From an optimization exercise on the open Yosys and OpenROAD flow, aimed at small area, a short achievable clock period and few clock cycles per item; shortcuts taken in it are not production practice.
No run shown here included a check of the RTL's function; only the layout flow was run.

==> flow/design.v, too long to show whole: its modules and the start of the top module <==
// module ptpd_axis: 198 lines
// module ptpd_ctrl: 119 lines
// module ptpd_pd_term: 633 lines
// module ptpd_conv1: 317 lines
// module ptpd_conv2: 148 lines
// module pan_tilt_pd_tracker: 119 lines
module pan_tilt_pd_tracker (
	input  logic                                    clk,
	input  logic                                    arst_n,
	input  logic                                    cfg_we,
	input  logic [ptpd_pkg::CFG_IDX_BITS-1:0]       cfg_index,
	input  logic [ptpd_pkg::CFG_DATA_BITS-1:0]      cfg_data,
	input  logic                                    in_valid,
	output logic                                    in_ready,
	input  logic signed [ptpd_pkg::ERROR_BITS-1:0]  pan_pixel_error,
	input  logic signed [ptpd_pkg::ERROR_BITS-1:0]  tilt_pixel_error,
	input  logic                                    target_seen,
	input  logic [ptpd_pkg::AGE_BITS-1:0]           link_age_ms,
	input  logic                                    stop_press,
	output logic                                    out_valid,
	input  logic                                    out_ready,
	output logic [ptpd_pkg::PULSE_BITS-1:0]         pan_pulse_us,
	output logic [ptpd_pkg::PULSE_BITS-1:0]         tilt_pulse_us,
	output logic                                    tracking_active,
	output logic                                    drive_enabled
);
  // ...
==> flow/flow/run.sh <==
#!/bin/bash
set -euo pipefail
MARGIN=6.6
sed -i '/SETUP_SLACK_MARGIN/d' config.mk
echo "export SETUP_SLACK_MARGIN = ${MARGIN}" >> config.mk
bash standard.sh synth > synth.log 2>&1
R=orfs/results/${FLOW_PLATFORM}/pan_tilt_pd_tracker/base
cp $R/1_2_yosys.v yosys_netlist_orig.v
python3 flow/fapol.py yosys_netlist_orig.v $R/1_2_yosys.v > fapol.log 2>&1
rm -f $R/1_synth.odb $R/1_synth.sdc
bash standard.sh > standard.log 2>&1
==> flow/flow/fapol.py <==
#!/usr/bin/env python3
"""Remove inverters around full adders in a Yosys netlist.

A full adder is self-dual: FA(~a, ~b, ~c) = (~cout, ~sum). Where an adder's
inputs mostly come through inverters, or its outputs mostly feed
inverters, the adder is turned to work on the other polarity, which drops
those inverters. Only combinational cells change; registers, ports and
every other cell are left as they are.

usage: fapol.py IN.v OUT.v
"""
import re
import sys
from collections import defaultdict

FA = "sky130_fd_sc_hd__fa_1"
INV_TYPES = re.compile(r"^sky130_fd_sc_hd__(inv|clkinv)_\d+$")
NEW_INV = "sky130_fd_sc_hd__inv_1"

src = open(sys.argv[1]).read()
m = re.search(r"^module\s.*?;\n", src, re.S | re.M)
head_end = m.end()
end = src.rindex("endmodule")
body = src[head_end:end]

cell_re = re.compile(r"^\s*(sky130_fd_sc_hd__\w+)\s+(\S+)\s*\((.*?)\);\s*$", re.S | re.M)
pin_re = re.compile(r"\.(\w+)\(\s*(.*?)\s*\)\s*(?:,|$)", re.S)

decls = []
cells = {}
order = []
pos = 0
other = []
for cm in cell_re.finditer(body):
    other.append(body[pos:cm.start()])
    pos = cm.end()
    typ, name, pins = cm.group(1), cm.group(2), cm.group(3)
    pm = {}
    for p, n in pin_re.findall(pins):
        pm[p] = " ".join(n.split())
    cells[name] = [typ, pm]
    order.append(name)
other.append(body[pos:])
rest = "".join(other)
# anything but cells (wire/input/output declarations, assigns) is kept as is
if re.search(r"\bassign\b", rest):
    ext_assign = set(" ".join(x.split()) for x in re.findall(r"[\\\w][^=;,{}]*", " ".join(re.findall(r"assign\s+(.*?);", rest, re.S))))
else:
    ext_assign = set()

OUTS = {"X", "Y", "Q", "Q_N", "SUM", "COUT", "HI", "LO"}


def is_out(typ, p):
    return p in OUTS


drv = {}
loads = defaultdict(set)
for name, (typ, pm) in cells.items():
    for p, n in pm.items():
        if is_out(typ, p):
            drv[n] = (name, p)
        else:
            loads[n].add((name, p))

# nets seen by the outside: ports and names in assigns
ports = set()
for d in re.findall(r"^\s*(?:input|output|inout)\s+(?:\[[^\]]*\]\s*)?(.*?);", src, re.M):
    ports.add(" ".join(d.split()))


def external(n):
    base = n.split(" [")[0].strip()
    return n in ports or base in ports or n in ext_assign or base in ext_assign or "'" in n


nid = [0]


def new_net():
    nid[0] += 1
    return f"_fapol{nid[0]}_"


new_wires = []


def is_inv(name):
    return name in cells and INV_TYPES.match(cells[name][0]) is not None


def inv_src(n):
    d = drv.get(n)
    if d and is_inv(d[0]):
        return cells[d[0]][1]["A"]
    return None


def inv_of(n):
    """An existing inverter output for net n, if any."""
    for (c, p) in loads.get(n, ()):
        if is_inv(c) and p == "A":
            return cells[c][1]["Y"]
    return None


def gain(fa):
    typ, pm = cells[fa]
    g = 0
    for p in ("A", "B", "CIN"):
        n = pm[p]
        s = inv_src(n)
        if s is not None:
            if len(loads[n]) == 1 and not external(n):
                g += 1
        elif inv_of(n) is None:
            g -= 1
    for p in ("COUT", "SUM"):
        n = pm[p]
        ls = loads.get(n, set())
        invs = [c for (c, q) in ls if is_inv(c)]
        others = [x for x in ls if not is_inv(x[0])]
        g += len(invs)
        if others or external(n):
            g -= 1
    return g


def set_pin(c, p, n):
    old = cells[c][1][p]
    loads[old].discard((c, p))
    cells[c][1][p] = n
    loads[n].add((c, p))


def remove_cell(c):
    typ, pm = cells.pop(c)
    for p, n in pm.items():
        if is_out(typ, p):
            drv.pop(n, None)
        else:
            loads[n].discard((c, p))


def add_inv(a, y):
    name = f"_fapolc{nid[0]}_"
    nid[0] += 1
    cells[name] = [NEW_INV, {"A": a, "Y": y}]
    order.append(name)
    drv[y] = (name, "Y")
    loads[a].add((name, "A"))


def flip(fa):
    typ, pm = cells[fa]
    for p in ("A", "B", "CIN"):
        n = pm[p]
        s = inv_src(n)
        if s is not None:
            set_pin(fa, p, s)
            if not loads[n] and not external(n):
                remove_cell(drv[n][0])
        else:
            z = inv_of(n)
            if z is None:
                z = new_net()
                new_wires.append(z)
                add_inv(n, z)
            set_pin(fa, p, z)
    for p in ("COUT", "SUM"):
        n = pm[p]
        nn = new_net()
        new_wires.append(nn)
        drv.pop(n, None)
        cells[fa][1][p] = nn
        drv[nn] = (fa, p)
        ls = list(loads.get(n, set()))
        for (c, q) in ls:
            if c in cells and is_inv(c):
                y = cells[c][1]["Y"]
                if external(y):
                    # keep the net name: drive it from a buffer-free rename is
                    # not possible, so leave this inverter as a double one
                    continue
                for (c2, q2) in list(loads.get(y, set())):
                    set_pin(c2, q2, nn)
                remove_cell(c)
        rest_loads = [x for x in loads.get(n, set())]
        if rest_loads or external(n):
            add_inv(nn, n)


changed = True
flips = 0
while changed:
    changed = False
    for fa in [c for c in order if c in cells and cells[c][0] == FA]:
        if gain(fa) > 0:
            flip(fa)
            flips += 1
            changed = True

# half adders with an output nobody reads become a single gate; a carry
# read only through inverters becomes a nand
HA = "sky130_fd_sc_hd__ha_1"
trims = 0
for c in [x for x in order if x in cells and cells[x][0] == HA]:
    pm = cells[c][1]
    s_n, c_n = pm["SUM"], pm["COUT"]
    s_used = bool(loads.get(s_n)) or external(s_n)
    c_used = bool(loads.get(c_n)) or external(c_n)
    a, b = pm["A"], pm["B"]
    if not s_used:
        ls = list(loads.get(c_n, set()))
        if c_used and not external(c_n) and all(is_inv(x) for (x, q) in ls):
            ys = [cells[x][1]["Y"] for (x, q) in ls]
            if any(external(y) for y in ys[1:]):
                continue
            remove_cell(c)
            y0 = ys[0]
            for (x, q) in ls:
                y = cells[x][1]["Y"]
                remove_cell(x)
                if y != y0:
                    for (c2, q2) in list(loads.get(y, set())):
                        set_pin(c2, q2, y0)
            cells[c] = ["sky130_fd_sc_hd__nand2_1", {"A": a, "B": b, "Y": y0}]
            loads[a].add((c, "A"))
            loads[b].add((c, "B"))
            drv[y0] = (c, "Y")
            trims += 1
        elif c_used:
            remove_cell(c)
            cells[c] = ["sky130_fd_sc_hd__and2_0", {"A": a, "B": b, "X": c_n}]
            loads[a].add((c, "A"))
            loads[b].add((c, "B"))
            drv[c_n] = (c, "X")
            trims += 1
    elif not c_used:
        remove_cell(c)
        cells[c] = ["sky130_fd_sc_hd__xor2_1", {"A": a, "B": b, "X": s_n}]
        loads[a].add((c, "A"))
        loads[b].add((c, "B"))
        drv[s_n] = (c, "X")
        trims += 1

out = [src[:head_end]]
out.append(rest.rstrip("\n") + "\n" if False else "")
# keep declarations, add new wires, then cells
decl_text = rest
out.append(decl_text.rstrip() + "\n")
for w in new_wires:
    out.append(f"  wire {w};\n")
for c in order:
    if c not in cells:
        continue
    typ, pm = cells[c]
    pins = ",\n".join(f"    .{p}({n} )" if n.startswith("\\") else f"    .{p}({n})" for p, n in pm.items())
    out.append(f"  {typ} {c} (\n{pins}\n  );\n")
out.append(src[end:])
open(sys.argv[2], "w").write("".join(out))
ninv = sum(1 for c in cells if is_inv(c))
sys.stderr.write(f"fapol: {flips} adders turned, {trims} half adders trimmed, {ninv} inverters left\n")
==> flow/standard.sh <==
#!/bin/bash
# synth_recipe.tcl (not shown) runs the flow's synth.tcl, then flattens the netlist and writes it again
# the make line also repeats each setting of config.mk as NAME=value (left out here)
make -C /OpenROAD-flow-scripts/flow DESIGN_CONFIG=/design/flow/config.mk WORK_HOME=/design/flow/orfs CLKGATE_MAP_FILE= SYNTH_SCRIPT=/design/flow/synth_recipe.tcl "${@:-finish}"
==> flow/config.mk <==
export PLATFORM = sky130hd
export DESIGN_NAME = pan_tilt_pd_tracker
export DESIGN_NICKNAME = pan_tilt_pd_tracker
export VERILOG_FILES = /design/flow/design.v
export SDC_FILE = /design/flow/constraint.sdc
export NUM_CORES = 4
export LEC_CHECK = 0
export CAP_MARGIN = 20
export CORE_MARGIN = 2
export CORE_UTILIZATION = 70
export CTS_BUF_LIST = sky130_fd_sc_hd__clkbuf_4 sky130_fd_sc_hd__clkbuf_8
export CTS_CLUSTER_SIZE = 30
export SLEW_MARGIN = 20
export SETUP_SLACK_MARGIN = 6.6
==> flow/constraint.sdc <==
create_clock -name core_clock -period 11.0 [get_ports {clk}]
set_input_delay 2.2000 -clock core_clock [delete_from_list [all_inputs] [get_ports {clk}]]
set_output_delay 2.2000 -clock core_clock [all_outputs]
set_load 0.01 [all_outputs]
==> metrics.md, run 1 <==
| Metric | Value |
|---|---|
| Outcome | timing/DRC/antenna clean |
| Post_cts resized | 36 |
| WHS Endpoint | u_ctrl.hlt4_q |
| Post-synthesis instance area | approximately 53,000 um^2 |
| Commonest non-fill, non-tap cell in the layout | fa_1 |
| Slew HR | 28.23% |
| R2R setup slack | 6280 ps |
| M3 GR Usage | 6.602% |
| Final WL | around 120,000 um |
| Initial antenna violation count | 1 |
| Grt met2 use | 50.48% |
| Die W | around 280 um |
| Fraction of area in multi-input gates | 60.09% |
| Share of cells above drive strength 1 | roughly an eighth |
| Via density per instance | between 6 and 7 |
| Initial Util | 70.86% |
| # Post-CTS Setup Buffers | 46 |
| Leading registers by flop count | u_ctrl.out_q: 26 flops, u_ctrl.sk_q: 26 flops |
| Syn Inst Count | 4,792 |
| Worst flop-to-flop path startpoint | u_tilt.cv3_q |
| Inverter count | around 640 |
| I/O pin count | 94 |
| Max Clk Rate | between 0.2 and 0.25 GHz |
| Later-pin clock latency in the skew report | between 700 and 800 ps |
| Placement Rows | 100 |
| WL/cell | about 21 um |
| Reg2reg end | u_tilt.cp4_q |
| Post-Place Worst Slack | slightly above 6000 ps |
==> module ptpd_axis, before the edit <==
module ptpd_axis #(
	parameter bit NEG = 1'b0
) (
	input  logic                                    clk,
	input  logic                                    arst_n,
	input  logic                                    acc,
	input  logic                                    en,
	input  logic                                    track_now,
	input  logic                                    track_s1,
	input  logic                                    halt_now,
	input  logic                                    upd,
	input  logic signed [ptpd_pkg::ERROR_BITS-1:0]  err,
	input  logic [ptpd_pkg::GAIN_BITS:0]            gain_pd,
	input  logic [ptpd_pkg::GAIN_BITS-1:0]          gain_d,
	input  logic [ptpd_pkg::DEG_BITS-1:0]           angle_floor,
	input  logic [ptpd_pkg::DEG_BITS-1:0]           angle_ceiling,
	output logic [ptpd_pkg::PULSE_BITS-1:0]         pulse
);
	localparam int EB = ptpd_pkg::ERROR_BITS;
	localparam int ND = EB / 2;
	localparam int AB = ptpd_pkg::ANGLE_BITS;
	localparam int FB = ptpd_pkg::FRAC_BITS;
	localparam int DB = ptpd_pkg::DEG_BITS;
	localparam int TB = ptpd_pkg::DELTA_BITS;
	function automatic logic [3*ND-1:0] booth(input logic [EB-1:0] x, input logic flip);
		logic [EB:0]   xx;
		logic [ND-1:0] neg, one, two;
		xx = {x, 1'b0};
		for (int k = 0; k < ND; k++) begin
			one[k] = xx[2*k+1] ^ xx[2*k];
			two[k] = (xx[2*k+2] & ~xx[2*k+1] & ~xx[2*k]) | (~xx[2*k+2] & xx[2*k+1] & xx[2*k]);
			neg[k] = flip ? (~xx[2*k+2] & (xx[2*k+1] | xx[2*k]))
				: (xx[2*k+2] & ~(xx[2*k+1] & xx[2*k]));
		end
		booth = {neg, one, two};
	endfunction
	logic [EB-1:0]   prev_raw_q;
	logic            prev_sat_q;
	logic            prev_trk_q;
	logic [ND-1:0]   e_neg_q, e_one_q, e_two_q;
	logic [ND-1:0]   p_neg_q, p_one_q, p_two_q;
	logic [TB-1:0]   x1_q;
	logic [TB-1:0]   y1_q;
	logic            c1_q;
	logic [AB-1:0]   angle_q;
	logic [12:0]     xv3_q, yv3_q;
	logic            cv3_q;
	logic [DB-1:0]   deg3_q;
	logic [11:0]     xp4_q, yp4_q;
	logic            cp4_q;
	logic            sat;
	logic [ND-1:0]   e_neg, e_one, e_two;
	logic [ND-1:0]   p_neg, p_one, p_two;
	logic [TB-1:0]   x_now;
	logic [TB-1:0]   y_now;
	logic            c_now;
	logic [12:0]     xv_now, yv_now;
	logic            cv_now;
	logic [12:0]     v4;
	logic [11:0]     xp_now, yp_now;
	logic            cp_now;
	assign sat = NEG && (err == {1'b1, {(EB-1){1'b0}}});
	always_comb begin
		{e_neg, e_one, e_two} = booth(err, NEG);
		if (sat) begin
			e_neg[0] = 1'b1;
			e_one[0] = 1'b1;
		end
		{p_neg, p_one, p_two} = booth(prev_raw_q, !NEG);
		if (prev_sat_q) begin
			p_neg[0] = 1'b0;
			p_one[0] = 1'b1;
		end
		p_one = p_one & {ND{prev_trk_q}};
		p_two = p_two & {ND{prev_trk_q}};
	end
	always_ff @(posedge clk or negedge arst_n) begin
		if (!arst_n) begin
			prev_trk_q <= 1'b0;
		end else if (acc && !halt_now) begin
			prev_trk_q <= track_now;
		end
	end
	always_ff @(posedge clk) begin
		if (acc && !halt_now) begin
			prev_raw_q <= err;
			prev_sat_q <= sat;
		end
	end
	always_ff @(posedge clk) begin
		if (acc) begin
			e_neg_q <= e_neg;
			e_one_q <= e_one;
			e_two_q <= e_two;
			p_neg_q <= p_neg;
			p_one_q <= p_one;
			p_two_q <= p_two;
		end
	end
	ptpd_pd_term u_term (
		.e_neg (e_neg_q),
		.e_one (e_one_q),
		.e_two (e_two_q),
		.p_neg (p_neg_q),
		.p_one (p_one_q),
		.p_two (p_two_q),
		.gpd   (gain_pd),
		.gd    (gain_d),
		.xs    (x_now),
		.ys    (y_now),
		.c     (c_now)
	);
	always_ff @(posedge clk) begin
		if (en) begin
			x1_q <= x_now;
			y1_q <= y_now;
			c1_q <= c_now;
		end
	end
	localparam int SB = AB + 3;
	localparam logic [SB-1:0] NBIAS = -(SB'(1) << (TB - 1));
	logic [SB-1:0] a_ext;
	logic [SB-1:0] x_ext;
	logic [SB-1:0] y_ext;
	logic [SB-1:0] p2;
	logic [SB-1:0] q2;
	logic [SB-1:0] c_ext;
	logic [SB-1:0] nlo_ext;
	logic [SB-1:0] nhi_ext;
	logic [SB-1:0] s;
	logic [SB-1:0] s_lo;
	logic [SB-1:0] s_hi;
	logic          below;
	logic          above;
	logic [AB-1:0] a_new;
	assign a_ext   = SB'(angle_q);
	assign x_ext   = SB'(track_s1 ? x1_q : TB'(1) << (TB - 1));
	assign y_ext   = SB'(y1_q & {TB{track_s1}});
	assign p2      = a_ext ^ x_ext ^ y_ext;
	assign q2      = ((a_ext & x_ext) | (a_ext & y_ext) | (x_ext & y_ext)) << 1;
	assign c_ext   = SB'(c1_q && track_s1);
	assign nlo_ext = ~{3'b000, angle_floor, {FB{1'b0}}} + NBIAS + SB'(1);
	assign nhi_ext = ~{3'b000, angle_ceiling, {FB{1'b0}}} + NBIAS;
	assign s       = c_ext + p2 + q2 + NBIAS;
	assign s_lo    = nlo_ext + p2 + q2 + c_ext;
	assign s_hi    = nhi_ext + q2 + p2 + c_ext;
	assign below   = s_lo[SB-1];
	assign above   = !s_hi[SB-1];
	always_comb begin
		if (angle_floor > angle_ceiling) begin
			a_new = {angle_ceiling, {FB{1'b0}}};
		end else if (below) begin
			a_new = {angle_floor, {FB{1'b0}}};
		end else if (above) begin
			a_new = {angle_ceiling, {FB{1'b0}}};
		end else begin
			a_new = s[AB-1:0];
		end
	end
	always_ff @(posedge clk or negedge arst_n) begin
		if (!arst_n) begin
			angle_q <= {ptpd_pkg::RST_ANGLE_DEG, {FB{1'b0}}};
		end else if (upd) begin
			angle_q <= a_new;
		end
	end
	ptpd_conv1 u_conv1 (
		.dg (angle_q[AB-1:FB]),
		.fr (angle_q[FB-1:0]),
		.xs (xv_now),
		.ys (yv_now),
		.c  (cv_now)
	);
	always_ff @(posedge clk) begin
		if (en) begin
			xv3_q  <= xv_now;
			yv3_q  <= yv_now;
			cv3_q  <= cv_now;
			deg3_q <= angle_q[AB-1:FB];
		end
	end
	assign v4 = xv3_q + yv3_q + 13'(cv3_q);
	ptpd_conv2 u_conv2 (
		.v  (v4),
		.dg (deg3_q),
		.xs (xp_now),
		.ys (yp_now),
		.c  (cp_now)
	);
	always_ff @(posedge clk) begin
		if (en) begin
			xp4_q <= xp_now;
			yp4_q <= yp_now;
			cp4_q <= cp_now;
		end
	end
	assign pulse = xp4_q + yp4_q + 12'(cp4_q);
endmodule
==> module ptpd_ctrl, before the edit <==
module ptpd_ctrl (
	input  logic                              clk,
	input  logic                              arst_n,
	input  logic                              in_valid,
	output logic                              in_ready,
	output logic                              out_valid,
	input  logic                              out_ready,
	input  logic                              stop_press,
	input  logic                              track_ok,
	input  logic [ptpd_pkg::PULSE_BITS-1:0]   pan_new,
	input  logic [ptpd_pkg::PULSE_BITS-1:0]   tilt_new,
	output logic                              acc,
	output logic                              en,
	output logic                              halt_now,
	output logic                              track_now,
	output logic                              track_s1,
	output logic                              upd,
	output logic [ptpd_pkg::PULSE_BITS-1:0]   pan_pulse_us,
	output logic [ptpd_pkg::PULSE_BITS-1:0]   tilt_pulse_us,
	output logic                              tracking_active,
	output logic                              drive_enabled
);
	localparam int PB = ptpd_pkg::PULSE_BITS;
	logic halt_q;
	logic v0_q, v1_q, v2_q, v3_q, v4_q;
	logic trk0_q, trk1_q, trk2_q, trk3_q, trk4_q;
	logic hlt0_q, hlt1_q, hlt2_q, hlt3_q, hlt4_q;
	logic out_v_q, sk_v_q;
	logic in_ready_q;
	logic hs;
	logic [2*PB+1:0] res_new;
	logic [2*PB+1:0] out_q;
	logic [2*PB+1:0] sk_q;
	assign in_ready  = in_ready_q;
	assign out_valid = out_v_q;
	assign acc       = in_valid && in_ready_q;
	assign hs        = out_v_q && out_ready;
	assign en        = !sk_v_q;
	assign halt_now  = halt_q || stop_press;
	assign track_now = !halt_now && track_ok;
	assign track_s1  = trk1_q;
	assign upd       = en && v1_q && !hlt1_q;
	always_ff @(posedge clk or negedge arst_n) begin
		if (!arst_n) begin
			halt_q <= 1'b0;
		end else if (acc) begin
			halt_q <= halt_now;
		end
	end
	always_ff @(posedge clk or negedge arst_n) begin
		if (!arst_n) begin
			v0_q <= 1'b0;
			v1_q <= 1'b0;
			v2_q <= 1'b0;
			v3_q <= 1'b0;
			v4_q <= 1'b0;
		end else if (en) begin
			v0_q <= acc;
			v1_q <= v0_q;
			v2_q <= v1_q;
			v3_q <= v2_q;
			v4_q <= v3_q;
		end
	end
	always_ff @(posedge clk) begin
		if (acc) begin
			trk0_q <= track_now;
			hlt0_q <= halt_now;
		end
		if (en) begin
			trk1_q <= trk0_q;
			hlt1_q <= hlt0_q;
			trk2_q <= trk1_q;
			hlt2_q <= hlt1_q;
			trk3_q <= trk2_q;
			hlt3_q <= hlt2_q;
			trk4_q <= trk3_q;
			hlt4_q <= hlt3_q;
		end
	end
	assign res_new = {pan_new, tilt_new, trk4_q, !hlt4_q};
	always_ff @(posedge clk or negedge arst_n) begin
		if (!arst_n) begin
			out_v_q <= 1'b0;
			sk_v_q  <= 1'b0;
		end else if (sk_v_q) begin
			if (hs) begin
				sk_v_q <= 1'b0;
			end
		end else if (out_v_q && !out_ready) begin
			sk_v_q <= v4_q;
		end else begin
			out_v_q <= v4_q;
		end
	end
	always_ff @(posedge clk or negedge arst_n) begin
		if (!arst_n) begin
			in_ready_q <= 1'b1;
		end else if (sk_v_q) begin
			if (hs) begin
				in_ready_q <= 1'b1;
			end
		end else if (out_v_q && !out_ready) begin
			in_ready_q <= !v4_q;
		end
	end
	always_ff @(posedge clk) begin
		if (!out_v_q || hs) begin
			out_q <= sk_v_q ? sk_q : res_new;
		end
		if (en) begin
			sk_q <= res_new;
		end
	end
	assign pan_pulse_us    = out_q[2*PB+1:PB+2];
	assign tilt_pulse_us   = out_q[PB+1:2];
	assign tracking_active = out_q[1];
	assign drive_enabled   = out_q[0];
endmodule
==> module ptpd_conv2, before the edit <==
module ptpd_conv2 (
	input  logic [12:0] v,
	input  logic [7:0] dg,
	output logic [11:0] xs,
	output logic [11:0] ys,
	output logic c
);
	logic w0, w1, w2, w3, w4, w5, w6, w7, w8, w9, w10, w11, w12, w13, w14, w15, w16, w17, w18, w19, w20, w21, w22, w23, w24, w25, w26, w27, w28, w29, w30, w31, w32, w33, w34, w35, w36, w37, w38, w39, w40, w41, w42, w43, w44, w45, w46, w47, w48, w49, w50, w51, w52, w53, w54, w55, w56, w57, w58, w59, w60, w61, w62, w63, w64, w65, w66, w67, w68, w69, w70, w71, w72, w73, w74, w75, w76, w77, w78, w79, w80, w81, w82, w83, w84, w85, w86, w87, w88, w89, w90, w91, w92, w93, w94, w95, w96, w97, w98, w99, w100, w101, w102, w103, w104, w105, w106, w107, w108, w109, w110, w111, w112, w113, w114, w115, w116, w117, w118, w119, w120, w121, w122, w123, w124, w125, w126, w127, w128, w129, w130;
	logic [31:0] tx, ty;
	logic [20:0] tl;
	assign w0 = ~v[0];
	assign w1 = ~v[1];
	assign w2 = ~v[2];
	assign w3 = ~v[3];
	assign w4 = ~v[4];
	assign w5 = ~v[5];
	assign w6 = ~v[6];
	assign w7 = ~v[7];
	assign w8 = ~v[8];
	assign w9 = ~v[9];
	assign w10 = ~v[10];
	assign w11 = ~v[11];
	assign w12 = ~v[12];
	assign w13 = ~dg[0];
	assign w14 = ~dg[1];
	assign w15 = ~dg[2];
	assign w16 = ~dg[3];
	assign w17 = ~dg[4];
	assign w18 = ~dg[5];
	assign w19 = ~dg[6];
	assign w20 = ~dg[7];
	assign w21 = ~dg[0];
	assign w22 = ~dg[1];
	assign w23 = ~dg[2];
	assign w24 = ~dg[3];
	assign w25 = ~dg[4];
	assign w26 = ~dg[5];
	assign w27 = ~dg[6];
	assign w28 = ~dg[7];
	assign w29 = v[11] ^ w17;
	assign w30 = v[11] & w17;
	assign w31 = v[12] ^ w18 ^ w24;
	assign w32 = (v[12] & w18) | (v[12] & w24) | (w18 & w24);
	assign w33 = w19 ^ w25;
	assign w34 = w19 & w25;
	assign w35 = w20 ^ w26;
	assign w36 = w20 & w26;
	assign w37 = v[6] ^ v[4];
	assign w38 = v[6] & v[4];
	assign w39 = v[7] ^ v[5];
	assign w40 = v[7] & v[5];
	assign w41 = v[8] ^ v[6] ^ w2;
	assign w42 = (v[8] & v[6]) | (v[8] & w2) | (v[6] & w2);
	assign w43 = v[9] ^ v[7] ^ w3;
	assign w44 = (v[9] & v[7]) | (v[9] & w3) | (v[7] & w3);
	assign w45 = v[10] ^ v[8] ^ w4;
	assign w46 = (v[10] & v[8]) | (v[10] & w4) | (v[8] & w4);
	assign w47 = v[11] ^ v[9] ^ w5;
	assign w48 = (v[11] & v[9]) | (v[11] & w5) | (v[9] & w5);
	assign w49 = v[12] ^ v[10] ^ w6;
	assign w50 = (v[12] & v[10]) | (v[12] & w6) | (v[10] & w6);
	assign w51 = v[11] ^ w7 ^ v[5];
	assign w52 = (v[11] & w7) | (v[11] & v[5]) | (w7 & v[5]);
	assign w53 = v[12] ^ w8 ^ v[6];
	assign w54 = (v[12] & w8) | (v[12] & v[6]) | (w8 & v[6]);
	assign w55 = w9 ^ v[7];
	assign w56 = w9 & v[7];
	assign w57 = w10 ^ v[8];
	assign w58 = w10 & v[8];
	assign w59 = w11 ^ v[9];
	assign w60 = w11 & v[9];
	assign w61 = w12 ^ v[10];
	assign w62 = w12 & v[10];
	assign w63 = v[11] ^ v[6];
	assign w64 = v[11] & v[6];
	assign w65 = v[12] ^ v[7];
	assign w66 = v[12] & v[7];
	assign w67 = v[10] ^ w16;
	assign w68 = v[10] & w16;
	assign w69 = w29 ^ w23 ^ dg[0];
	assign w70 = (w29 & w23) | (w29 & dg[0]) | (w23 & dg[0]);
	assign w71 = w30 ^ w31 ^ dg[1];
	assign w72 = (w30 & w31) | (w30 & dg[1]) | (w31 & dg[1]);
	assign w73 = w32 ^ w33 ^ dg[2];
	assign w74 = (w32 & w33) | (w32 & dg[2]) | (w33 & dg[2]);
	assign w75 = w34 ^ w35 ^ dg[3];
	assign w76 = (w34 & w35) | (w34 & dg[3]) | (w35 & dg[3]);
	assign w77 = w36 ^ w27;
	assign w78 = w36 & w27;
	assign w79 = w37 ^ w0;
	assign w80 = w37 & w0;
	assign w81 = w38 ^ w39 ^ w1;
	assign w82 = (w38 & w39) | (w38 & w1) | (w39 & w1);
	assign w83 = w40 ^ w41 ^ v[0];
	assign w84 = (w40 & w41) | (w40 & v[0]) | (w41 & v[0]);
	assign w85 = w42 ^ w43 ^ v[1];
	assign w86 = (w42 & w43) | (w42 & v[1]) | (w43 & v[1]);
	assign w87 = w44 ^ w45 ^ v[2];
	assign w88 = (w44 & w45) | (w44 & v[2]) | (w45 & v[2]);
	assign w89 = w46 ^ w47 ^ v[3];
	assign w90 = (w46 & w47) | (w46 & v[3]) | (w47 & v[3]);
	assign w91 = w48 ^ w49 ^ v[4];
	assign w92 = (w48 & w49) | (w48 & v[4]) | (w49 & v[4]);
	assign w93 = w50 ^ w51 ^ v[0];
	assign w94 = (w50 & w51) | (w50 & v[0]) | (w51 & v[0]);
	assign w95 = w52 ^ w53 ^ v[1];
	assign w96 = (w52 & w53) | (w52 & v[1]) | (w53 & v[1]);
	assign w97 = w54 ^ w55 ^ v[2];
	assign w98 = (w54 & w55) | (w54 & v[2]) | (w55 & v[2]);
	assign w99 = w56 ^ w57 ^ v[3];
	assign w100 = (w56 & w57) | (w56 & v[3]) | (w57 & v[3]);
	assign w101 = w58 ^ w59 ^ v[4];
	assign w102 = (w58 & w59) | (w58 & v[4]) | (w59 & v[4]);
	assign w103 = w60 ^ w61 ^ v[5];
	assign w104 = (w60 & w61) | (w60 & v[5]) | (w61 & v[5]);
	assign w105 = w62 ^ w63 ^ 1'b1;
	assign w106 = (w62 & w63) | (w62 & 1'b1) | (w63 & 1'b1);
	assign w107 = w64 ^ w65 ^ w13;
	assign w108 = (w64 & w65) | (w64 & w13) | (w65 & w13);
	assign w109 = w66 ^ v[8] ^ w14;
	assign w110 = (w66 & v[8]) | (w66 & w14) | (v[8] & w14);
	assign w111 = v[9] ^ w15 ^ w21;
	assign w112 = (v[9] & w15) | (v[9] & w21) | (w15 & w21);
	assign w113 = w67 ^ w22 ^ 1'b1;
	assign w114 = (w67 & w22) | (w67 & 1'b1) | (w22 & 1'b1);
	assign w115 = w68 ^ w69 ^ 1'b1;
	assign w116 = (w68 & w69) | (w68 & 1'b1) | (w69 & 1'b1);
	assign w117 = w70 ^ w71 ^ 1'b1;
	assign w118 = (w70 & w71) | (w70 & 1'b1) | (w71 & 1'b1);
	assign w119 = w72 ^ w73 ^ 1'b1;
	assign w120 = (w72 & w73) | (w72 & 1'b1) | (w73 & 1'b1);
	assign w121 = w74 ^ w75 ^ 1'b1;
	assign w122 = (w74 & w75) | (w74 & 1'b1) | (w75 & 1'b1);
	assign w123 = w76 ^ w77 ^ dg[4];
	assign w124 = (w76 & w77) | (w76 & dg[4]) | (w77 & dg[4]);
	assign w125 = w78 ^ w28 ^ dg[5];
	assign w126 = (w78 & w28) | (w78 & dg[5]) | (w28 & dg[5]);
	assign w127 = dg[6] ^ 1'b1;
	assign w128 = dg[6] & 1'b1;
	assign w129 = dg[7] ^ 1'b1;
	assign w130 = dg[7] & 1'b1;
	assign tx = {w128, w126, w124, w122, w120, w118, w116, w114, w112, w110, w108, w106, w104, w102, w100, w98, w96, w94, w92, w90, w88, w86, w84, w82, w80, w79, v[5], v[4], v[3], v[2], v[1], v[0]};
	assign ty = {w129, w127, w125, w123, w121, w119, w117, w115, w113, w111, w109, w107, w105, w103, w101, w99, w97, w95, w93, w91, w89, w87, w85, w83, w81, 1'b1, v[3], v[2], v[1], v[0], 1'b0, 1'b0};
	assign tl = {1'b0, tx[19:0]} + {1'b0, ty[19:0]};
	assign c  = tl[20];
	assign xs = tx[31:20];
	assign ys = ty[31:20];
endmodule
==> module pan_tilt_pd_tracker, before the edit <==
module pan_tilt_pd_tracker (
	input  logic                                    clk,
	input  logic                                    arst_n,
	input  logic                                    cfg_we,
	input  logic [ptpd_pkg::CFG_IDX_BITS-1:0]       cfg_index,
	input  logic [ptpd_pkg::CFG_DATA_BITS-1:0]      cfg_data,
	input  logic                                    in_valid,
	output logic                                    in_ready,
	input  logic signed [ptpd_pkg::ERROR_BITS-1:0]  pan_pixel_error,
	input  logic signed [ptpd_pkg::ERROR_BITS-1:0]  tilt_pixel_error,
	input  logic                                    target_seen,
	input  logic [ptpd_pkg::AGE_BITS-1:0]           link_age_ms,
	input  logic                                    stop_press,
	output logic                                    out_valid,
	input  logic                                    out_ready,
	output logic [ptpd_pkg::PULSE_BITS-1:0]         pan_pulse_us,
	output logic [ptpd_pkg::PULSE_BITS-1:0]         tilt_pulse_us,
	output logic                                    tracking_active,
	output logic                                    drive_enabled
);
	localparam int EB = ptpd_pkg::ERROR_BITS;
	logic [ptpd_pkg::GAIN_BITS-1:0] gain_p_pan_q;
	logic [ptpd_pkg::GAIN_BITS-1:0] gain_d_pan_q;
	logic [ptpd_pkg::GAIN_BITS-1:0] gain_p_tilt_q;
	logic [ptpd_pkg::GAIN_BITS-1:0] gain_d_tilt_q;
	logic [ptpd_pkg::GAIN_BITS:0]   gain_pd_pan_q;
	logic [ptpd_pkg::GAIN_BITS:0]   gain_pd_tilt_q;
	logic [ptpd_pkg::AGE_BITS-1:0]  timeout_q;
	logic [ptpd_pkg::DEG_BITS-1:0]  floor_q;
	logic [ptpd_pkg::DEG_BITS-1:0]  ceiling_q;
	always_ff @(posedge clk or negedge arst_n) begin
		if (!arst_n) begin
			gain_pd_pan_q  <= {1'b0, ptpd_pkg::RST_GAIN_P_PAN} + {1'b0, ptpd_pkg::RST_GAIN_D_PAN};
			gain_pd_tilt_q <= {1'b0, ptpd_pkg::RST_GAIN_P_TILT} + {1'b0, ptpd_pkg::RST_GAIN_D_TILT};
		end else begin
			gain_pd_pan_q  <= {1'b0, gain_p_pan_q} + {1'b0, gain_d_pan_q};
			gain_pd_tilt_q <= {1'b0, gain_p_tilt_q} + {1'b0, gain_d_tilt_q};
		end
	end
	always_ff @(posedge clk or negedge arst_n) begin
		if (!arst_n) begin
			gain_p_pan_q  <= ptpd_pkg::RST_GAIN_P_PAN;
			gain_d_pan_q  <= ptpd_pkg::RST_GAIN_D_PAN;
			gain_p_tilt_q <= ptpd_pkg::RST_GAIN_P_TILT;
			gain_d_tilt_q <= ptpd_pkg::RST_GAIN_D_TILT;
			timeout_q     <= ptpd_pkg::RST_TIMEOUT;
			floor_q       <= ptpd_pkg::RST_FLOOR;
			ceiling_q     <= ptpd_pkg::RST_CEILING;
		end else if (cfg_we) begin
			case (cfg_index)
				3'd0: gain_p_pan_q  <= cfg_data;
				3'd1: gain_d_pan_q  <= cfg_data;
				3'd2: gain_p_tilt_q <= cfg_data;
				3'd3: gain_d_tilt_q <= cfg_data;
				3'd4: timeout_q     <= cfg_data;
				3'd5: floor_q       <= cfg_data[ptpd_pkg::DEG_BITS-1:0];
				3'd6: ceiling_q     <= cfg_data[ptpd_pkg::DEG_BITS-1:0];
				default: ;
			endcase
		end
	end
	logic acc, en, halt_now, track_now, track_s1, upd, track_ok;
	logic [ptpd_pkg::PULSE_BITS-1:0] pan_new, tilt_new;
	assign track_ok = target_seen && (link_age_ms <= timeout_q);
	ptpd_ctrl u_ctrl (
		.clk             (clk),
		.arst_n          (arst_n),
		.in_valid        (in_valid),
		.in_ready        (in_ready),
		.out_valid       (out_valid),
		.out_ready       (out_ready),
		.stop_press      (stop_press),
		.track_ok        (track_ok),
		.pan_new         (pan_new),
		.tilt_new        (tilt_new),
		.acc             (acc),
		.en              (en),
		.halt_now        (halt_now),
		.track_now       (track_now),
		.track_s1        (track_s1),
		.upd             (upd),
		.pan_pulse_us    (pan_pulse_us),
		.tilt_pulse_us   (tilt_pulse_us),
		.tracking_active (tracking_active),
		.drive_enabled   (drive_enabled)
	);
	ptpd_axis #(.NEG(1'b1)) u_pan (
		.clk           (clk),
		.arst_n        (arst_n),
		.acc           (acc),
		.en            (en),
		.track_now     (track_now),
		.track_s1      (track_s1),
		.halt_now      (halt_now),
		.upd           (upd),
		.err           (pan_pixel_error),
		.gain_pd       (gain_pd_pan_q),
		.gain_d        (gain_d_pan_q),
		.angle_floor   (floor_q),
		.angle_ceiling (ceiling_q),
		.pulse         (pan_new)
	);
	ptpd_axis #(.NEG(1'b0)) u_tilt (
		.clk           (clk),
		.arst_n        (arst_n),
		.acc           (acc),
		.en            (en),
		.track_now     (track_now),
		.track_s1      (track_s1),
		.halt_now      (halt_now),
		.upd           (upd),
		.err           (tilt_pixel_error),
		.gain_pd       (gain_pd_tilt_q),
		.gain_d        (gain_d_tilt_q),
		.angle_floor   (floor_q),
		.angle_ceiling (ceiling_q),
		.pulse         (tilt_new)
	);
endmodule
==> run 2, diff against run 1 <==
--- a/flow/design.v
+++ b/flow/design.v
@@ -27,7 +27,6 @@
 	input  logic                                    acc,
 	input  logic                                    en,
 	input  logic                                    track_now,
-	input  logic                                    track_s1,
 	input  logic                                    halt_now,
 	input  logic                                    upd,
 	input  logic signed [ptpd_pkg::ERROR_BITS-1:0]  err,
@@ -66,7 +65,7 @@
 	logic [AB-1:0]   angle_q;
 	logic [12:0]     xv3_q, yv3_q;
 	logic            cv3_q;
-	logic [DB-1:0]   deg3_q;
+	logic [11:0]     k3_q;
 	logic [11:0]     xp4_q, yp4_q;
 	logic            cp4_q;
 	logic            sat;
@@ -92,8 +91,10 @@
 			p_neg[0] = 1'b0;
 			p_one[0] = 1'b1;
 		end
-		p_one = p_one & {ND{prev_trk_q}};
-		p_two = p_two & {ND{prev_trk_q}};
+		e_one = e_one & {ND{track_now}};
+		e_two = e_two & {ND{track_now}};
+		p_one = p_one & {ND{prev_trk_q && track_now}};
+		p_two = p_two & {ND{prev_trk_q && track_now}};
 	end
 	always_ff @(posedge clk or negedge arst_n) begin
 		if (!arst_n) begin
@@ -155,11 +156,11 @@
 	logic          above;
 	logic [AB-1:0] a_new;
 	assign a_ext   = SB'(angle_q);
-	assign x_ext   = SB'(track_s1 ? x1_q : TB'(1) << (TB - 1));
-	assign y_ext   = SB'(y1_q & {TB{track_s1}});
+	assign x_ext   = SB'(x1_q);
+	assign y_ext   = SB'(y1_q);
 	assign p2      = a_ext ^ x_ext ^ y_ext;
 	assign q2      = ((a_ext & x_ext) | (a_ext & y_ext) | (x_ext & y_ext)) << 1;
-	assign c_ext   = SB'(c1_q && track_s1);
+	assign c_ext   = SB'(c1_q);
 	assign nlo_ext = ~{3'b000, angle_floor, {FB{1'b0}}} + NBIAS + SB'(1);
 	assign nhi_ext = ~{3'b000, angle_ceiling, {FB{1'b0}}} + NBIAS;
 	assign s       = c_ext + p2 + q2 + NBIAS;
@@ -197,13 +198,13 @@
 			xv3_q  <= xv_now;
 			yv3_q  <= yv_now;
 			cv3_q  <= cv_now;
-			deg3_q <= angle_q[AB-1:FB];
+			k3_q   <= 12'd500 + 12'(angle_q[AB-1:FB]) * 12'd11;
 		end
 	end
 	assign v4 = xv3_q + yv3_q + 13'(cv3_q);
 	ptpd_conv2 u_conv2 (
 		.v  (v4),
-		.dg (deg3_q),
+		.k  (k3_q),
 		.xs (xp_now),
 		.ys (yp_now),
 		.c  (cp_now)
@@ -232,7 +233,6 @@
 	output logic                              en,
 	output logic                              halt_now,
 	output logic                              track_now,
-	output logic                              track_s1,
 	output logic                              upd,
 	output logic [ptpd_pkg::PULSE_BITS-1:0]   pan_pulse_us,
 	output logic [ptpd_pkg::PULSE_BITS-1:0]   tilt_pulse_us,
@@ -257,7 +257,6 @@
 	assign en        = !sk_v_q;
 	assign halt_now  = halt_q || stop_press;
 	assign track_now = !halt_now && track_ok;
-	assign track_s1  = trk1_q;
 	assign upd       = en && v1_q && !hlt1_q;
 	always_ff @(posedge clk or negedge arst_n) begin
 		if (!arst_n) begin
@@ -1288,12 +1287,12 @@
 endmodule
 module ptpd_conv2 (
 	input  logic [12:0] v,
-	input  logic [7:0] dg,
+	input  logic [11:0] k,
 	output logic [11:0] xs,
 	output logic [11:0] ys,
 	output logic c
 );
-	logic w0, w1, w2, w3, w4, w5, w6, w7, w8, w9, w10, w11, w12, w13, w14, w15, w16, w17, w18, w19, w20, w21, w22, w23, w24, w25, w26, w27, w28, w29, w30, w31, w32, w33, w34, w35, w36, w37, w38, w39, w40, w41, w42, w43, w44, w45, w46, w47, w48, w49, w50, w51, w52, w53, w54, w55, w56, w57, w58, w59, w60, w61, w62, w63, w64, w65, w66, w67, w68, w69, w70, w71, w72, w73, w74, w75, w76, w77, w78, w79, w80, w81, w82, w83, w84, w85, w86, w87, w88, w89, w90, w91, w92, w93, w94, w95, w96, w97, w98, w99, w100, w101, w102, w103, w104, w105, w106, w107, w108, w109, w110, w111, w112, w113, w114, w115, w116, w117, w118, w119, w120, w121, w122, w123, w124, w125, w126, w127, w128, w129, w130;
+	logic w0, w1, w2, w3, w4, w5, w6, w7, w8, w9, w10, w11, w12, w13, w14, w15, w16, w17, w18, w19, w20, w21, w22, w23, w24, w25, w26, w27, w28, w29, w30, w31, w32, w33, w34, w35, w36, w37, w38, w39, w40, w41, w42, w43, w44, w45, w46, w47, w48, w49, w50, w51, w52, w53, w54, w55, w56, w57, w58, w59, w60, w61, w62, w63, w64, w65, w66, w67, w68, w69, w70, w71, w72, w73, w74, w75, w76, w77, w78, w79, w80, w81, w82, w83, w84, w85, w86, w87, w88, w89, w90, w91, w92, w93, w94, w95, w96, w97, w98, w99, w100, w101, w102, w103, w104;
 	logic [31:0] tx, ty;
 	logic [20:0] tl;
 	assign w0 = ~v[0];
@@ -1309,126 +1308,100 @@
 	assign w10 = ~v[10];
 	assign w11 = ~v[11];
 	assign w12 = ~v[12];
-	assign w13 = ~dg[0];
-	assign w14 = ~dg[1];
-	assign w15 = ~dg[2];
-	assign w16 = ~dg[3];
-	assign w17 = ~dg[4];
-	assign w18 = ~dg[5];
-	assign w19 = ~dg[6];
-	assign w20 = ~dg[7];
-	assign w21 = ~dg[0];
-	assign w22 = ~dg[1];
-	assign w23 = ~dg[2];
-	assign w24 = ~dg[3];
-	assign w25 = ~dg[4];
-	assign w26 = ~dg[5];
-	assign w27 = ~dg[6];
-	assign w28 = ~dg[7];
-	assign w29 = v[11] ^ w17;
-	assign w30 = v[11] & w17;
-	assign w31 = v[12] ^ w18 ^ w24;
-	assign w32 = (v[12] & w18) | (v[12] & w24) | (w18 & w24);
-	assign w33 = w19 ^ w25;
-	assign w34 = w19 & w25;
-	assign w35 = w20 ^ w26;
-	assign w36 = w20 & w26;
-	assign w37 = v[6] ^ v[4];
-	assign w38 = v[6] & v[4];
-	assign w39 = v[7] ^ v[5];
-	assign w40 = v[7] & v[5];
-	assign w41 = v[8] ^ v[6] ^ w2;
-	assign w42 = (v[8] & v[6]) | (v[8] & w2) | (v[6] & w2);
-	assign w43 = v[9] ^ v[7] ^ w3;
-	assign w44 = (v[9] & v[7]) | (v[9] & w3) | (v[7] & w3);
-	assign w45 = v[10] ^ v[8] ^ w4;
-	assign w46 = (v[10] & v[8]) | (v[10] & w4) | (v[8] & w4);
-	assign w47 = v[11] ^ v[9] ^ w5;
-	assign w48 = (v[11] & v[9]) | (v[11] & w5) | (v[9] & w5);
-	assign w49 = v[12] ^ v[10] ^ w6;
-	assign w50 = (v[12] & v[10]) | (v[12] & w6) | (v[10] & w6);
-	assign w51 = v[11] ^ w7 ^ v[5];
-	assign w52 = (v[11] & w7) | (v[11] & v[5]) | (w7 & v[5]);
-	assign w53 = v[12] ^ w8 ^ v[6];
-	assign w54 = (v[12] & w8) | (v[12] & v[6]) | (w8 & v[6]);
-	assign w55 = w9 ^ v[7];
-	assign w56 = w9 & v[7];
-	assign w57 = w10 ^ v[8];
-	assign w58 = w10 & v[8];
-	assign w59 = w11 ^ v[9];
-	assign w60 = w11 & v[9];
-	assign w61 = w12 ^ v[10];
-	assign w62 = w12 & v[10];
-	assign w63 = v[11] ^ v[6];
-	assign w64 = v[11] & v[6];
-	assign w65 = v[12] ^ v[7];
-	assign w66 = v[12] & v[7];
-	assign w67 = v[10] ^ w16;
-	assign w68 = v[10] & w16;
-	assign w69 = w29 ^ w23 ^ dg[0];
-	assign w70 = (w29 & w23) | (w29 & dg[0]) | (w23 & dg[0]);
-	assign w71 = w30 ^ w31 ^ dg[1];
-	assign w72 = (w30 & w31) | (w30 & dg[1]) | (w31 & dg[1]);
-	assign w73 = w32 ^ w33 ^ dg[2];
-	assign w74 = (w32 & w33) | (w32 & dg[2]) | (w33 & dg[2]);
-	assign w75 = w34 ^ w35 ^ dg[3];
-	assign w76 = (w34 & w35) | (w34 & dg[3]) | (w35 & dg[3]);
-	assign w77 = w36 ^ w27;
-	assign w78 = w36 & w27;
-	assign w79 = w37 ^ w0;
-	assign w80 = w37 & w0;
-	assign w81 = w38 ^ w39 ^ w1;
-	assign w82 = (w38 & w39) | (w38 & w1) | (w39 & w1);
-	assign w83 = w40 ^ w41 ^ v[0];
-	assign w84 = (w40 & w41) | (w40 & v[0]) | (w41 & v[0]);
-	assign w85 = w42 ^ w43 ^ v[1];
-	assign w86 = (w42 & w43) | (w42 & v[1]) | (w43 & v[1]);
-	assign w87 = w44 ^ w45 ^ v[2];
-	assign w88 = (w44 & w45) | (w44 & v[2]) | (w45 & v[2]);
-	assign w89 = w46 ^ w47 ^ v[3];
-	assign w90 = (w46 & w47) | (w46 & v[3]) | (w47 & v[3]);
-	assign w91 = w48 ^ w49 ^ v[4];
-	assign w92 = (w48 & w49) | (w48 & v[4]) | (w49 & v[4]);
-	assign w93 = w50 ^ w51 ^ v[0];
-	assign w94 = (w50 & w51) | (w50 & v[0]) | (w51 & v[0]);
-	assign w95 = w52 ^ w53 ^ v[1];
-	assign w96 = (w52 & w53) | (w52 & v[1]) | (w53 & v[1]);
-	assign w97 = w54 ^ w55 ^ v[2];
-	assign w98 = (w54 & w55) | (w54 & v[2]) | (w55 & v[2]);
-	assign w99 = w56 ^ w57 ^ v[3];
-	assign w100 = (w56 & w57) | (w56 & v[3]) | (w57 & v[3]);
-	assign w101 = w58 ^ w59 ^ v[4];
-	assign w102 = (w58 & w59) | (w58 & v[4]) | (w59 & v[4]);
-	assign w103 = w60 ^ w61 ^ v[5];
-	assign w104 = (w60 & w61) | (w60 & v[5]) | (w61 & v[5]);
-	assign w105 = w62 ^ w63 ^ 1'b1;
-	assign w106 = (w62 & w63) | (w62 & 1'b1) | (w63 & 1'b1);
-	assign w107 = w64 ^ w65 ^ w13;
-	assign w108 = (w64 & w65) | (w64 & w13) | (w65 & w13);
-	assign w109 = w66 ^ v[8] ^ w14;
-	assign w110 = (w66 & v[8]) | (w66 & w14) | (v[8] & w14);
-	assign w111 = v[9] ^ w15 ^ w21;
-	assign w112 = (v[9] & w15) | (v[9] & w21) | (w15 & w21);
-	assign w113 = w67 ^ w22 ^ 1'b1;
-	assign w114 = (w67 & w22) | (w67 & 1'b1) | (w22 & 1'b1);
-	assign w115 = w68 ^ w69 ^ 1'b1;
-	assign w116 = (w68 & w69) | (w68 & 1'b1) | (w69 & 1'b1);
-	assign w117 = w70 ^ w71 ^ 1'b1;
-	assign w118 = (w70 & w71) | (w70 & 1'b1) | (w71 & 1'b1);
-	assign w119 = w72 ^ w73 ^ 1'b1;
-	assign w120 = (w72 & w73) | (w72 & 1'b1) | (w73 & 1'b1);
-	assign w121 = w74 ^ w75 ^ 1'b1;
-	assign w122 = (w74 & w75) | (w74 & 1'b1) | (w75 & 1'b1);
-	assign w123 = w76 ^ w77 ^ dg[4];
-	assign w124 = (w76 & w77) | (w76 & dg[4]) | (w77 & dg[4]);
-	assign w125 = w78 ^ w28 ^ dg[5];
-	assign w126 = (w78 & w28) | (w78 & dg[5]) | (w28 & dg[5]);
-	assign w127 = dg[6] ^ 1'b1;
-	assign w128 = dg[6] & 1'b1;
-	assign w129 = dg[7] ^ 1'b1;
-	assign w130 = dg[7] & 1'b1;
-	assign tx = {w128, w126, w124, w122, w120, w118, w116, w114, w112, w110, w108, w106, w104, w102, w100, w98, w96, w94, w92, w90, w88, w86, w84, w82, w80, w79, v[5], v[4], v[3], v[2], v[1], v[0]};
-	assign ty = {w129, w127, w125, w123, w121, w119, w117, w115, w113, w111, w109, w107, w105, w103, w101, w99, w97, w95, w93, w91, w89, w87, w85, w83, w81, 1'b1, v[3], v[2], v[1], v[0], 1'b0, 1'b0};
+	assign w13 = v[6] ^ v[4];
+	assign w14 = v[6] & v[4];
+	assign w15 = v[7] ^ v[5];
+	assign w16 = v[7] & v[5];
+	assign w17 = v[8] ^ v[6] ^ w2;
+	assign w18 = (v[8] & v[6]) | (v[8] & w2) | (v[6] & w2);
+	assign w19 = v[9] ^ v[7] ^ w3;
+	assign w20 = (v[9] & v[7]) | (v[9] & w3) | (v[7] & w3);
+	assign w21 = v[10] ^ v[8] ^ w4;
+	assign w22 = (v[10] & v[8]) | (v[10] & w4) | (v[8] & w4);
+	assign w23 = v[11] ^ v[9] ^ w5;
+	assign w24 = (v[11] & v[9]) | (v[11] & w5) | (v[9] & w5);
+	assign w25 = v[12] ^ v[10] ^ w6;
+	assign w26 = (v[12] & v[10]) | (v[12] & w6) | (v[10] & w6);
+	assign w27 = v[11] ^ w7 ^ v[5];
+	assign w28 = (v[11] & w7) | (v[11] & v[5]) | (w7 & v[5]);
+	assign w29 = v[12] ^ w8 ^ v[6];
+	assign w30 = (v[12] & w8) | (v[12] & v[6]) | (w8 & v[6]);
+	assign w31 = w9 ^ v[7];
+	assign w32 = w9 & v[7];
+	assign w33 = w10 ^ v[8];
+	assign w34 = w10 & v[8];
+	assign w35 = w11 ^ v[9];
+	assign w36 = w11 & v[9];
+	assign w37 = w12 ^ v[10];
+	assign w38 = w12 & v[10];
+	assign w39 = v[11] ^ v[6];
+	assign w40 = v[11] & v[6];
+	assign w41 = v[12] ^ v[7] ^ k[0];
+	assign w42 = (v[12] & v[7]) | (v[12] & k[0]) | (v[7] & k[0]);
+	assign w43 = v[8] ^ k[1];
+	assign w44 = v[8] & k[1];
+	assign w45 = v[9] ^ k[2];
+	assign w46 = v[9] & k[2];
+	assign w47 = v[10] ^ k[3];
+	assign w48 = v[10] & k[3];
+	assign w49 = v[11] ^ k[4];
+	assign w50 = v[11] & k[4];
+	assign w51 = v[12] ^ k[5];
+	assign w52 = v[12] & k[5];
+	assign w53 = w13 ^ w0;
+	assign w54 = w13 & w0;
+	assign w55 = w14 ^ w15 ^ w1;
+	assign w56 = (w14 & w15) | (w14 & w1) | (w15 & w1);
+	assign w57 = w16 ^ w17 ^ v[0];
+	assign w58 = (w16 & w17) | (w16 & v[0]) | (w17 & v[0]);
+	assign w59 = w18 ^ w19 ^ v[1];
+	assign w60 = (w18 & w19) | (w18 & v[1]) | (w19 & v[1]);
+	assign w61 = w20 ^ w21 ^ v[2];
+	assign w62 = (w20 & w21) | (w20 & v[2]) | (w21 & v[2]);
+	assign w63 = w22 ^ w23 ^ v[3];
+	assign w64 = (w22 & w23) | (w22 & v[3]) | (w23 & v[3]);
+	assign w65 = w24 ^ w25 ^ v[4];
+	assign w66 = (w24 & w25) | (w24 & v[4]) | (w25 & v[4]);
+	assign w67 = w26 ^ w27 ^ v[0];
+	assign w68 = (w26 & w27) | (w26 & v[0]) | (w27 & v[0]);
+	assign w69 = w28 ^ w29 ^ v[1];
+	assign w70 = (w28 & w29) | (w28 & v[1]) | (w29 & v[1]);
+	assign w71 = w30 ^ w31 ^ v[2];
+	assign w72 = (w30 & w31) | (w30 & v[2]) | (w31 & v[2]);
+	assign w73 = w32 ^ w33 ^ v[3];
+	assign w74 = (w32 & w33) | (w32 & v[3]) | (w33 & v[3]);
+	assign w75 = w34 ^ w35 ^ v[4];
+	assign w76 = (w34 & w35) | (w34 & v[4]) | (w35 & v[4]);
+	assign w77 = w36 ^ w37 ^ v[5];
+	assign w78 = (w36 & w37) | (w36 & v[5]) | (w37 & v[5]);
+	assign w79 = w38 ^ w39 ^ 1'b1;
+	assign w80 = (w38 & w39) | (w38 & 1'b1) | (w39 & 1'b1);
+	assign w81 = w40 ^ w41 ^ 1'b1;
+	assign w82 = (w40 & w41) | (w40 & 1'b1) | (w41 & 1'b1);
+	assign w83 = w42 ^ w43 ^ 1'b1;
+	assign w84 = (w42 & w43) | (w42 & 1'b1) | (w43 & 1'b1);
+	assign w85 = w44 ^ w45 ^ 1'b1;
+	assign w86 = (w44 & w45) | (w44 & 1'b1) | (w45 & 1'b1);
+	assign w87 = w46 ^ w47 ^ 1'b1;
+	assign w88 = (w46 & w47) | (w46 & 1'b1) | (w47 & 1'b1);
+	assign w89 = w48 ^ w49 ^ 1'b1;
+	assign w90 = (w48 & w49) | (w48 & 1'b1) | (w49 & 1'b1);
+	assign w91 = w50 ^ w51 ^ 1'b1;
+	assign w92 = (w50 & w51) | (w50 & 1'b1) | (w51 & 1'b1);
+	assign w93 = w52 ^ k[6] ^ 1'b1;
+	assign w94 = (w52 & k[6]) | (w52 & 1'b1) | (k[6] & 1'b1);
+	assign w95 = k[7] ^ 1'b1;
+	assign w96 = k[7] & 1'b1;
+	assign w97 = k[8] ^ 1'b1;
+	assign w98 = k[8] & 1'b1;
+	assign w99 = k[9] ^ 1'b1;
+	assign w100 = k[9] & 1'b1;
+	assign w101 = k[10] ^ 1'b1;
+	assign w102 = k[10] & 1'b1;
+	assign w103 = k[11] ^ 1'b1;
+	assign w104 = k[11] & 1'b1;
+	assign tx = {w102, w100, w98, w96, w94, w92, w90, w88, w86, w84, w82, w80, w78, w76, w74, w72, w70, w68, w66, w64, w62, w60, w58, w56, w54, w53, v[5], v[4], v[3], v[2], v[1], v[0]};
+	assign ty = {w103, w101, w99, w97, w95, w93, w91, w89, w87, w85, w83, w81, w79, w77, w75, w73, w71, w69, w67, w65, w63, w61, w59, w57, w55, 1'b1, v[3], v[2], v[1], v[0], 1'b0, 1'b0};
 	assign tl = {1'b0, tx[19:0]} + {1'b0, ty[19:0]};
 	assign c  = tl[20];
 	assign xs = tx[31:20];
@@ -1495,7 +1468,7 @@
 			endcase
 		end
 	end
-	logic acc, en, halt_now, track_now, track_s1, upd, track_ok;
+	logic acc, en, halt_now, track_now, upd, track_ok;
 	logic [ptpd_pkg::PULSE_BITS-1:0] pan_new, tilt_new;
 	assign track_ok = target_seen && (link_age_ms <= timeout_q);
 	ptpd_ctrl u_ctrl (
@@ -1513,7 +1486,6 @@
 		.en              (en),
 		.halt_now        (halt_now),
 		.track_now       (track_now),
-		.track_s1        (track_s1),
 		.upd             (upd),
 		.pan_pulse_us    (pan_pulse_us),
 		.tilt_pulse_us   (tilt_pulse_us),
@@ -1526,7 +1498,6 @@
 		.acc           (acc),
 		.en            (en),
 		.track_now     (track_now),
-		.track_s1      (track_s1),
 		.halt_now      (halt_now),
 		.upd           (upd),
 		.err           (pan_pixel_error),
@@ -1542,7 +1513,6 @@
 		.acc           (acc),
 		.en            (en),
 		.track_now     (track_now),
-		.track_s1      (track_s1),
 		.halt_now      (halt_now),
 		.upd           (upd),
 		.err           (tilt_pixel_error),
==> run 2 against run 1 <==
  * Final area rose by 1.6%
  * Worst setup slack got worse by 66 ps
  * Synthesized area rose by 1.2%
  * Highest routed layer unchanged
  * Register-to-register slack got worse by 70 ps
  * Maximum frequency fell by 1.4%
  * Largest cell class unchanged
  * Cell count rose by 1.4%
  * Sequential share of layout area rose by 0.092 points
==> metrics.md, run 2 <==
| Metric | Value |
|---|---|
| WHS Endpoint | u_ctrl.trk2_q |
| Number of DRC markers in iteration 0 | about 2,500 |
| Global route overflow | 0 |
| Register area | 15,700 um^2 |
| CORE AREA | roughly 76,000 um^2 |
| Via density per instance | 6.120 (about the same) |
| Setup Total Neg Slack | 0 ps |
| Die W | 280.4 um (+0.58%) |
| R2R setup slack | 6220 ps (-70 ps) |
| Setup Crit Path Kind | reg -> reg |
| Vias in the first global route | around 38,000 |
| Outcome | timing/DRC/antenna clean |
| R2R cell count | 16 |
| Tmin final | ~4800 ps |
| Post-Place Worst Slack | 5125 ps (-911.1 ps) |
| TritonCTS clock tree | built |
| Nets | between 6,000 and 7,000 |
| Later-pin clock latency in the skew report | 710 ps (-30 ps) |
| Pins over their slew limit | 0 |
| Most frequent cells in the layout | inv_1 (625), fa_1 (615), ha_1 (496), xnor2_1 (466), a22oi_1 (369) |
| Initial Util | 70.51% (-0.35 points) |
| Via count | 36,610 |
| Hold Path Origin | u_ctrl.trk1_q |
| Max Clk Rate | 0.2091 GHz (-1.4%) |
| CTS buffer count | 95 |
| Hold bufs inserted after CTS | 0 |
| Crit-path max FO | 5 |
| Post-layout util | between 70 and 80% |
| GRT Overall Usage | around 33% |
| Fillers | between 5,000 and 6,000 |
| Reg2reg end | u_tilt.cp4_q |
| Routability cong. | 0.9286 |
| Crit share post-route | 43.48% |
| Placed cell count | roughly 5,700 |
| Sink Count | between 500 and 600 |
| Hold Crit Depth | 0 |
| Count of final hold-check violations | 0 |
| Syn Area/Cell | approximately 11 um^2 |
| Initial antenna violation count | 3 (+2) |
| CP Data Required Time | 11,450 ps |
| Slew HR | 34.95% (+6.7 points) |
| Post-route ant nets | 0 |
| DPL Wire Length | roughly 94,000 um |
| Synth warnings | 4 |
| Final WL | 125,700 um (+1.7%) |
| H-tree level count | 3 |
| Slew @ Worst Pin | between 900 and 1000 ps |
| Longest Clk Path Bufs | 3 |
| Arrival @ worst endpoint | ~5200 ps |
| DR pass1 iterations | 6 |
| Commonest non-fill, non-tap cell in the layout | inv_1 |
| Share of cells above drive strength 1 | 12.23% (+0.24 points) |
| First-pass GRT wire length | approximately 200,000 um |
| Max-cap viol count | 0 |
| DIE HEIGHT | ~280 um |
| I/O pin count | 94 (unchanged) |
| # port buffers | between 90 and 100 |
| Area occupied by multi-input gates | between 30,000 and 40,000 um^2 |
| Syn Inst Count | 4,833 (+0.86%) |
| Final std cells w/o fill | about 6,000 |
| DRC | 0 |
| Post-synthesis instance area | 53,470 um^2 (+1.2%) |
| Endpoint class of the critical path | flip-flop |
| WL/cell | 21.01 um (+0.31%) |
| Worst flop-to-flop path startpoint | u_tilt.cv3_q |
| Setup ws final | just over 6000 ps |
| Die area | 78,610 um^2 |
| Crit start category | flip-flop |
| Placement Rows | 101 (+1.0%) |
| Root Buffer | clkbuf_8 |
| RSZ-0062 raised after global routing | true |
| Leading registers by flop count | u_ctrl.out_q: 26 flops, u_ctrl.sk_q: 26 flops |
| CTS clk-pin slew, worst paths | ~60 ps |
| Hold Path Class | reg -> reg |
| # setup viols final | 0 |
| Worst Skew | between 40 and 50 ps |
| P&R area growth vs syn | 9.679% |
| Syn nets | ~6,000 |
| Pin count of the biggest net entering global routing | 97 |
-- run 2: cell type report --
class                      instances  area share (%)
antenna                            1        0.004267
clock buffer                     138           2.972
clock inverter                    42          0.7276
inverter                         654           4.252
multi-input combinational       3375           59.49
sequential                       559           26.78
tap                              978           2.087
timing repair buffer             235           3.687
-- run 2: what timing repair did --
item,4_1_cts,5_1_grt
pin swaps,25,28
endpoints found under the setup margin,131,80
buffers inserted,67,49
gates resized for setup,42,67
-- run 2: routing by layer --
metal,track usage [%],wire length (um)
met4,9.955,3401
met3,6.770,11190
met1,44.77,51840
met5,0,0
met2,52.81,59230
-- run 2: how the worst max path moves through the flow --
stage                               from                end  slack (ps)
after floorplan           u_pan.xv3_q[0]        u_pan.cp4_q        6370
after global placement    link_age_ms[1]  u_tilt.p_two_q[3]        5190
after detailed placement  link_age_ms[1]   u_pan.p_one_q[2]        5130
after CTS                 u_pan.xv3_q[0]        u_pan.cp4_q        6220
after global routing        u_tilt.cv3_q       u_tilt.cp4_q        5950
final                       u_tilt.cv3_q       u_tilt.cp4_q        6220
-- run 2: critical path, cell delays in order, from the launching register on --
cell       delay [ps]
edfxtp_1          410
fa_2              430
a21o_1            190
a21oi_2           190
nor2b_1           100
o41ai_2           300
o21bai_1          170
xnor2_2           250
inv_1             180
fa_1              550
fa_1              440
ha_1              340
a2111oi_2         350
o21ai_1           130
a211o_1           320
a21oi_2           130
o21ai_1            60
-- run 2: per-stage QoR --
stage | hold WS (ps) | cell area (um^2)
2_1_floorplan | 400.3 | 53580
3_3_place_gp | 403.9 | 55030
3_5_place_dp | 412.9 | 55030
4_1_cts | 429.5 | 57920
5_1_grt | 433.5 | 58640
6_report | 424.7 | 58640

## re-timing with driven ports
How much do the figures lean on ideal ports? The routed layouts below were timed once more, with nothing changed but the port constraints. Step 1: set_driving_cell puts a clkbuf_16 on clk and a buf_2 on each other input, an assumption about the parent block. Step 2, shift: input delay + t, output delay - t, t = (earliest + latest rising clock arrival at the registers) / 2. This alone moves slack from input paths to output paths. a / b / c = ideal ports / drivers / drivers and shift; a / b = the first two.
run | t (ns) | setup slack, ns | slew at the worst register clock pin (ns) | pins driven straight from the clock port
run 1 | 0.773 | 6.283 / 6.283 / 6.283 | 0.07 / 0.07 | 1
run 2 | 0.754 | 6.217 / 6.217 / 6.001 | 0.07 / 0.07 | 1
After both steps every run listed still meets setup and hold. The setup slack of run 2, which loses most, moves by 0.000 ns with the drivers and by -0.216 ns with both steps.
